Source: an optimization exercise on an open RTL-to-GDS flow (aim: small area and a short achievable clock period). Production flows keep margins and buffers that such runs may drop. Where RTL was checked, it was by simulation tests only, not by an equivalence proof against the original. Power figures rest on the tool's default switching activity, not on a simulated workload.

## axi4s2v
module axi4s2v (
   input  logic                  pclk,
   input  logic                  prst_n,
   input  axis_pkg::axis_word_t  tdata,
   input  logic                  tvalid,
   input  logic                  tlast,
   output logic                  tready,
   output logic                  tuser,
   input  logic                  i_fstr,
   input  logic                  i_fend,
   input  logic                  i_vstr,
   input  logic                  i_vend,
   input  logic                  i_hstr,
   input  logic                  i_hend,
   input  logic                  i_href,
   output logic                  o_fstr,
   output logic                  o_fend,
   output logic                  o_vstr,
   output logic                  o_vend,
   output logic                  o_hstr,
   output logic                  o_hend,
   output logic                  o_href,
   output video_pkg::pixel_t     o_pdat,
   output video_pkg::vcnv_sts_t  o_vcnv_sts
);
Size: roughly 2400 cells after synthesis, ~1100 flip-flops, roughly 65 I/O pins, ~41000 um^2 of cells after synthesis.
==> module stream_fifo, before the edit <==
module stream_fifo (
   input  logic                 pclk,
   input  logic                 prst_n,
   input  logic                 i_push,
   input  axis_pkg::axis_word_t i_wdata,
   output logic                 o_full,
   input  logic                 i_pop,
   output axis_pkg::axis_word_t o_rdata,
   output logic                 o_empty,
   output logic                 o_rdy_lvl
);
   localparam int DEPTH = 2**5;
   localparam int DW    = 32;
   logic [DEPTH*DW-1:0]  mem;
   localparam int WLO = 4;
   localparam int WHI = DEPTH / WLO;
   logic [WLO-1:0]       wsel_lo;
   logic [WHI-1:0]       wsel_hi;
   logic [DEPTH-1:0]     rsel;
   axis_pkg::fifo_lvl_t  lvl;
   axis_pkg::fifo_lvl_t  lvl_nxt;
   logic                 tready_q;
   logic                 empty_q;
   logic                 rdy_q;
   logic                 wr_en;
   logic                 rd_en;
   assign o_full    = ~tready_q;
   assign o_empty   = empty_q;
   assign o_rdy_lvl = rdy_q;
   assign wr_en = i_push & tready_q;
   assign rd_en = i_pop;
   always_ff @(posedge pclk) begin
      for (int i = 0; i < DEPTH; i++) begin
         if (wr_en && wsel_lo[i % WLO] && wsel_hi[i / WLO]) begin
            mem[i*DW +: DW] <= i_wdata;
         end
      end
   end
   always_comb begin
      o_rdata = '0;
      for (int i = 0; i < DEPTH; i++) begin
         o_rdata = o_rdata | ({DW{rsel[i]}} & mem[i*DW +: DW]);
      end
   end
   logic inc;
   logic dec;
   logic lvl_eq1;
   logic lvl_eq31;
   logic lvl_ge8;
   logic lvl_gt8;
   logic lvl_ge10;
   assign inc = wr_en & ~rd_en;
   assign dec = rd_en & ~wr_en;
   assign lvl_eq1  = (lvl == axis_pkg::fifo_lvl_t'(1));
   assign lvl_eq31 = (lvl == axis_pkg::fifo_lvl_t'(DEPTH-1));
   assign lvl_ge8  = (lvl >= axis_pkg::fifo_lvl_t'(8));
   assign lvl_gt8  = (lvl >  axis_pkg::fifo_lvl_t'(8));
   assign lvl_ge10 = (lvl >= axis_pkg::fifo_lvl_t'(8+2));
   axis_pkg::fifo_lvl_t lvl_up;
   axis_pkg::fifo_lvl_t lvl_dn;
   assign lvl_up  = lvl + 1'b1;
   assign lvl_dn  = lvl - 1'b1;
   assign lvl_nxt = ({($bits(lvl)){inc}} & lvl_up) |
                    ({($bits(lvl)){dec}} & lvl_dn) |
                    ({($bits(lvl)){~inc & ~dec}} & lvl);
   always_ff @(posedge pclk) begin
      if (!prst_n) begin
         wsel_lo  <= WLO'(1);
         wsel_hi  <= WHI'(1);
         rsel     <= DEPTH'(1);
         lvl      <= '0;
         tready_q <= 1'b1;
         empty_q  <= 1'b1;
         rdy_q    <= 1'b0;
      end else begin
         if (wr_en) begin
            wsel_lo <= {wsel_lo[WLO-2:0], wsel_lo[WLO-1]};
            if (wsel_lo[WLO-1]) begin
               wsel_hi <= {wsel_hi[WHI-2:0], wsel_hi[WHI-1]};
            end
         end
         if (rd_en) begin
            rsel <= {rsel[DEPTH-2:0], rsel[DEPTH-1]};
         end
         lvl      <= lvl_nxt;
         tready_q <= (inc & ~lvl_eq31) | dec | (~inc & ~dec & tready_q);
         empty_q  <= (dec & lvl_eq1) | (~inc & ~dec & empty_q);
         rdy_q    <= (inc & lvl_ge8) | (dec & lvl_ge10) | (~inc & ~dec & lvl_gt8);
      end
   end
endmodule
Settings: LEC_CHECK=0, ABC_CLOCK_PERIOD_IN_PS=1500, CAP_MARGIN=20, CORE_MARGIN=2, CORE_UTILIZATION=40, CTS_CLUSTER_DIAMETER=100, CTS_CLUSTER_SIZE=25, SETUP_SLACK_MARGIN=1.5, SLEW_MARGIN=20; clock period 3.3 ns.
run.sh (not shown) runs the stock make flow with config.mk's settings and CLKGATE_MAP_FILE= SYNTH_SCRIPT=/design/flow/synth_recipe.tcl, a recipe that flattens the netlist after the stock synthesis.
Edit:
--- a/flow/design.v
+++ b/flow/design.v
@@ -84,15 +84,15 @@
    assign lvl_gt8  = (lvl >  axis_pkg::fifo_lvl_t'(8));
    assign lvl_ge10 = (lvl >= axis_pkg::fifo_lvl_t'(8+2));
    axis_pkg::fifo_lvl_t lvl_up;
    axis_pkg::fifo_lvl_t lvl_dn;
    assign lvl_up  = lvl + 1'b1;
    assign lvl_dn  = lvl - 1'b1;
-   assign lvl_nxt = ({($bits(lvl)){inc}} & lvl_up) |
-                    ({($bits(lvl)){dec}} & lvl_dn) |
-                    ({($bits(lvl)){~inc & ~dec}} & lvl);
+   assign lvl_nxt = ({(5+1){inc}} & lvl_up) |
+                    ({(5+1){dec}} & lvl_dn) |
+                    ({(5+1){~inc & ~dec}} & lvl);
    always_ff @(posedge pclk) begin
       if (!prst_n) begin
          wsel_lo  <= WLO'(1);
          wsel_hi  <= WHI'(1);
          rsel     <= DEPTH'(1);
          lvl      <= '0;
=> The changed run ran to the end with no violations. Worst setup slack is unchanged. Total power is unchanged. Design area stays the same. Register-to-register slack stays flat. Combinational power is about the same.
The RTL of the first run of this note was laid out without a check of its function.

## before
Another version of the RTL of axi4s2v (not shown whole).
For scale: about 0.041 sq mm of cells after synthesis.
## axi4s2v
module axi4s2v (
   input  logic                  pclk,
   input  logic                  prst_n,
   input  axis_pkg::axis_word_t  tdata,
   input  logic                  tvalid,
   input  logic                  tlast,
   output logic                  tready,
   output logic                  tuser,
   input  logic                  i_fstr,
   input  logic                  i_fend,
   input  logic                  i_vstr,
   input  logic                  i_vend,
   input  logic                  i_hstr,
   input  logic                  i_hend,
   input  logic                  i_href,
   output logic                  o_fstr,
   output logic                  o_fend,
   output logic                  o_vstr,
   output logic                  o_vend,
   output logic                  o_hstr,
   output logic                  o_hend,
   output logic                  o_href,
   output video_pkg::pixel_t     o_pdat,
   output video_pkg::vcnv_sts_t  o_vcnv_sts
);
==> module stream_fifo, before the edit <==
module stream_fifo (
   input  logic                 pclk,
   input  logic                 prst_n,
   input  logic                 i_push,
   input  axis_pkg::axis_word_t i_wdata,
   output logic                 o_full,
   input  logic                 i_pop,
   output axis_pkg::axis_word_t o_rdata,
   output logic                 o_empty,
   output logic                 o_rdy_lvl
);
   localparam int DEPTH = 2**5;
   localparam int DW    = 32;
   logic [DEPTH*DW-1:0]  mem;
   localparam int WLO = 4;
   localparam int WHI = DEPTH / WLO;
   logic [WLO-1:0]       wsel_lo;
   logic [WHI-1:0]       wsel_hi;
   logic [DEPTH-1:0]     rsel;
   axis_pkg::fifo_lvl_t  lvl;
   axis_pkg::fifo_lvl_t  lvl_nxt;
   logic                 tready_q;
   logic                 full_q;
   logic                 rd_q;
   logic                 empty_q;
   logic                 rdy_q;
   logic                 wr_en;
   logic                 rd_en;
   assign o_full    = ~tready_q;
   assign o_empty   = empty_q;
   assign o_rdy_lvl = rdy_q;
   assign wr_en = i_push & ~full_q;
   assign rd_en = i_pop;
   always_ff @(posedge pclk) begin
      for (int i = 0; i < DEPTH; i++) begin
         if (wr_en && wsel_lo[i % WLO] && wsel_hi[i / WLO]) begin
            mem[i*DW +: DW] <= i_wdata;
         end
      end
   end
   always_comb begin
      o_rdata = '0;
      for (int i = 0; i < DEPTH; i++) begin
         o_rdata = o_rdata | ({DW{rsel[i]}} & mem[i*DW +: DW]);
      end
   end
   logic inc;
   logic dec;
   logic lvl_eq1;
   logic lvl_eq31;
   logic lvl_ge8;
   logic lvl_gt8;
   logic lvl_ge10;
   assign inc = wr_en & ~rd_en;
   assign dec = rd_en & ~wr_en;
   assign lvl_eq1  = (lvl == axis_pkg::fifo_lvl_t'(1));
   assign lvl_eq31 = (lvl == axis_pkg::fifo_lvl_t'(DEPTH-1));
   assign lvl_ge8  = (lvl >= axis_pkg::fifo_lvl_t'(8));
   assign lvl_gt8  = (lvl >  axis_pkg::fifo_lvl_t'(8));
   assign lvl_ge10 = (lvl >= axis_pkg::fifo_lvl_t'(8+2));
   axis_pkg::fifo_lvl_t lvl_up;
   axis_pkg::fifo_lvl_t lvl_dn;
   assign lvl_up  = lvl + 1'b1;
   assign lvl_dn  = lvl - 1'b1;
   assign lvl_nxt = ({(5+1){inc}} & lvl_up) |
                    ({(5+1){dec}} & lvl_dn) |
                    ({(5+1){~inc & ~dec}} & lvl);
   always_ff @(posedge pclk) begin
      if (!prst_n) begin
         wsel_lo  <= WLO'(1);
         wsel_hi  <= WHI'(1);
         rsel     <= DEPTH'(1);
         lvl      <= '0;
         tready_q <= 1'b1;
         full_q   <= 1'b0;
         rd_q     <= 1'b0;
         empty_q  <= 1'b1;
         rdy_q    <= 1'b0;
      end else begin
         if (wr_en) begin
            wsel_lo <= {wsel_lo[WLO-2:0], wsel_lo[WLO-1]};
            if (wsel_lo[WLO-1]) begin
               wsel_hi <= {wsel_hi[WHI-2:0], wsel_hi[WHI-1]};
            end
         end
         rd_q <= rd_en;
         if (rd_q) begin
            rsel <= {rsel[DEPTH-2:0], rsel[DEPTH-1]};
         end
         lvl      <= lvl_nxt;
         tready_q <= (inc & ~lvl_eq31) | dec | (~inc & ~dec & tready_q);
         full_q   <= (inc & lvl_eq31) | (~inc & ~dec & full_q);
         empty_q  <= (dec & lvl_eq1) | (~inc & ~dec & empty_q);
         rdy_q    <= (inc & lvl_ge8) | (dec & lvl_ge10) | (~inc & ~dec & lvl_gt8);
      end
   end
endmodule
export LEC_CHECK = 0
export ABC_CLOCK_PERIOD_IN_PS = 1500
export CAP_MARGIN = 20
export CORE_MARGIN = 2
export CORE_UTILIZATION = 50
export CTS_CLUSTER_DIAMETER = 100
export CTS_CLUSTER_SIZE = 25
export SETUP_SLACK_MARGIN = 1.5
export SLEW_MARGIN = 20
create_clock -name core_clock -period 3.3 [get_ports {pclk}]
standard.sh (not shown) runs the stock make flow with config.mk's settings and CLKGATE_MAP_FILE= SYNTH_SCRIPT=/design/flow/synth_recipe.tcl, a recipe that flattens the netlist after the stock synthesis.
==> flow/flow/run.sh <==
#!/bin/bash
# Layout flow: the standard flow, with clock tree synthesis told not to add
# dummy balancing loads and the port buffers made with a plain buffer cell
set -o pipefail
bash standard.sh \
  CTS_ARGS="-sink_clustering_enable -repair_clock_nets -sink_clustering_size 25 -sink_clustering_max_diameter 100 -dont_use_dummy_load" \
  BUFFER_PORTS_ARGS="-buffer_cell sky130_fd_sc_hd__buf_2" \
  finish > standard.log 2>&1
Every stage of the flow completed for before, and the final layout passed the timing, design-rule and antenna checks.
Inputs modified between before and after:
==> flow/design.v, changed modules only <==
module stream_fifo (
   input  logic                 pclk,
   input  logic                 prst_n,
   input  logic                 i_push,
   input  axis_pkg::axis_word_t i_wdata,
   output logic                 o_full,
   input  logic                 i_pop,
   output axis_pkg::axis_word_t o_rdata,
   output logic                 o_empty,
   output logic                 o_rdy_lvl
);
   localparam int DEPTH = 2**5;
   localparam int DW    = 32;
   logic [DEPTH*DW-1:0]  mem;
   localparam int WLO = 4;
   localparam int WHI = DEPTH / WLO;
   logic [WLO-1:0]       wsel_lo;
   logic [WHI-1:0]       wsel_hi;
   logic [DEPTH-1:0]     rsel;
   axis_pkg::fifo_lvl_t  lvl;
   axis_pkg::fifo_lvl_t  lvl_nxt;
   logic                 tready_q;
   logic                 empty_q;
   logic                 rdy_q;
   logic                 wr_en;
   logic                 rd_en;
   assign o_full    = ~tready_q;
   assign o_empty   = empty_q;
   assign o_rdy_lvl = rdy_q;
   assign wr_en = i_push & tready_q;
   assign rd_en = i_pop;
   always_ff @(posedge pclk) begin
      for (int i = 0; i < DEPTH; i++) begin
         if (wr_en && wsel_lo[i % WLO] && wsel_hi[i / WLO]) begin
            mem[i*DW +: DW] <= i_wdata;
         end
      end
   end
   always_comb begin
      o_rdata = '0;
      for (int i = 0; i < DEPTH; i++) begin
         o_rdata = o_rdata | ({DW{rsel[i]}} & mem[i*DW +: DW]);
      end
   end
   logic inc;
   logic dec;
   logic lvl_eq1;
   logic lvl_eq31;
   logic lvl_ge8;
   logic lvl_gt8;
   logic lvl_ge10;
   assign inc = wr_en & ~rd_en;
   assign dec = rd_en & ~wr_en;
   assign lvl_eq1  = (lvl == axis_pkg::fifo_lvl_t'(1));
   assign lvl_eq31 = (lvl == axis_pkg::fifo_lvl_t'(DEPTH-1));
   assign lvl_ge8  = (lvl >= axis_pkg::fifo_lvl_t'(8));
   assign lvl_gt8  = (lvl >  axis_pkg::fifo_lvl_t'(8));
   assign lvl_ge10 = (lvl >= axis_pkg::fifo_lvl_t'(8+2));
   axis_pkg::fifo_lvl_t lvl_up;
   axis_pkg::fifo_lvl_t lvl_dn;
   assign lvl_up  = lvl + 1'b1;
   assign lvl_dn  = lvl - 1'b1;
   assign lvl_nxt = ({(5+1){inc}} & lvl_up) |
                    ({(5+1){dec}} & lvl_dn) |
                    ({(5+1){~inc & ~dec}} & lvl);
   always_ff @(posedge pclk) begin
      if (!prst_n) begin
         wsel_lo  <= WLO'(1);
         wsel_hi  <= WHI'(1);
         rsel     <= DEPTH'(1);
         lvl      <= '0;
         tready_q <= 1'b1;
         empty_q  <= 1'b1;
         rdy_q    <= 1'b0;
      end else begin
         if (wr_en) begin
            wsel_lo <= {wsel_lo[WLO-2:0], wsel_lo[WLO-1]};
            if (wsel_lo[WLO-1]) begin
               wsel_hi <= {wsel_hi[WHI-2:0], wsel_hi[WHI-1]};
            end
         end
         if (rd_en) begin
            rsel <= {rsel[DEPTH-2:0], rsel[DEPTH-1]};
         end
         lvl      <= lvl_nxt;
         tready_q <= (inc & ~lvl_eq31) | dec | (~inc & ~dec & tready_q);
         empty_q  <= (dec & lvl_eq1) | (~inc & ~dec & empty_q);
         rdy_q    <= (inc & lvl_ge8) | (dec & lvl_ge10) | (~inc & ~dec & lvl_gt8);
      end
   end
endmodule
Library cell contributing the largest single delay on the critical path: and3_4 -> before, dfxtp_4 -> after
Highest clock frequency the design can meet on after is up relative to before.
Changes observed in after relative to before: sequential standard cell area stayed essentially flat; maximum fanout along the worst path -14; non-clock buffer count decreased 14%.
Taking before as the reference, in after number of instances in the placed design rose by 36, routed length per instance now smaller, complex-gate fraction of the synthesized area climbed 0.37 points, initial cell density of the core moved up, fraction of standard cell area in multi-input logic has increased.
Final cell count across before and after: no real change.
Per the comparison of after with before, wire length on met3 has decreased; worst setup slack went up by 0.0089 ns.
The RTL of before was laid out without a check of its function.

==> afterwards: timing with drivers on the ports <==
The flow's constraints put no driver on any port. The routed layouts listed below were extracted and timed again, unchanged, in two steps. Step 1: set_driving_cell puts a clkbuf_16 on pclk and a buf_2 on each other input, an assumption about the parent block. Step 2 moves the port delays by t, midway between the first and last clock arrival at a register: inputs arrive t later, outputs are due t later. That takes back most of the time a late clock gives input paths. Three values: no drivers, after step 1, after step 2; two values: the first two.
run | shift t [ns] | slack for setup (ns) | hold slack, ns | clock arrival spread, ns | slew at the worst register clock pin (ns)
the first run of note 1 | 0.741 | 1.463 / 1.391 / 0.897 | 0.336 / 0.336 / 0.336 | 0.026 / 0.026 | 0.11 / 0.11
the second run of note 1 | 0.741 | 1.463 / 1.391 / 0.897 | 0.336 / 0.336 / 0.336 | 0.026 / 0.026 | 0.11 / 0.11
before | 0.697 | 1.461 / 1.437 / 1.101 | 0.179 / 0.127 / 0.330 | 0.053 / 0.053 | 0.10 / 0.10
after | 0.705 | 1.470 / 1.401 / 1.071 | 0.167 / 0.117 / 0.334 | 0.060 / 0.059 | 0.10 / 0.10
After both steps every run listed still meets setup and hold.
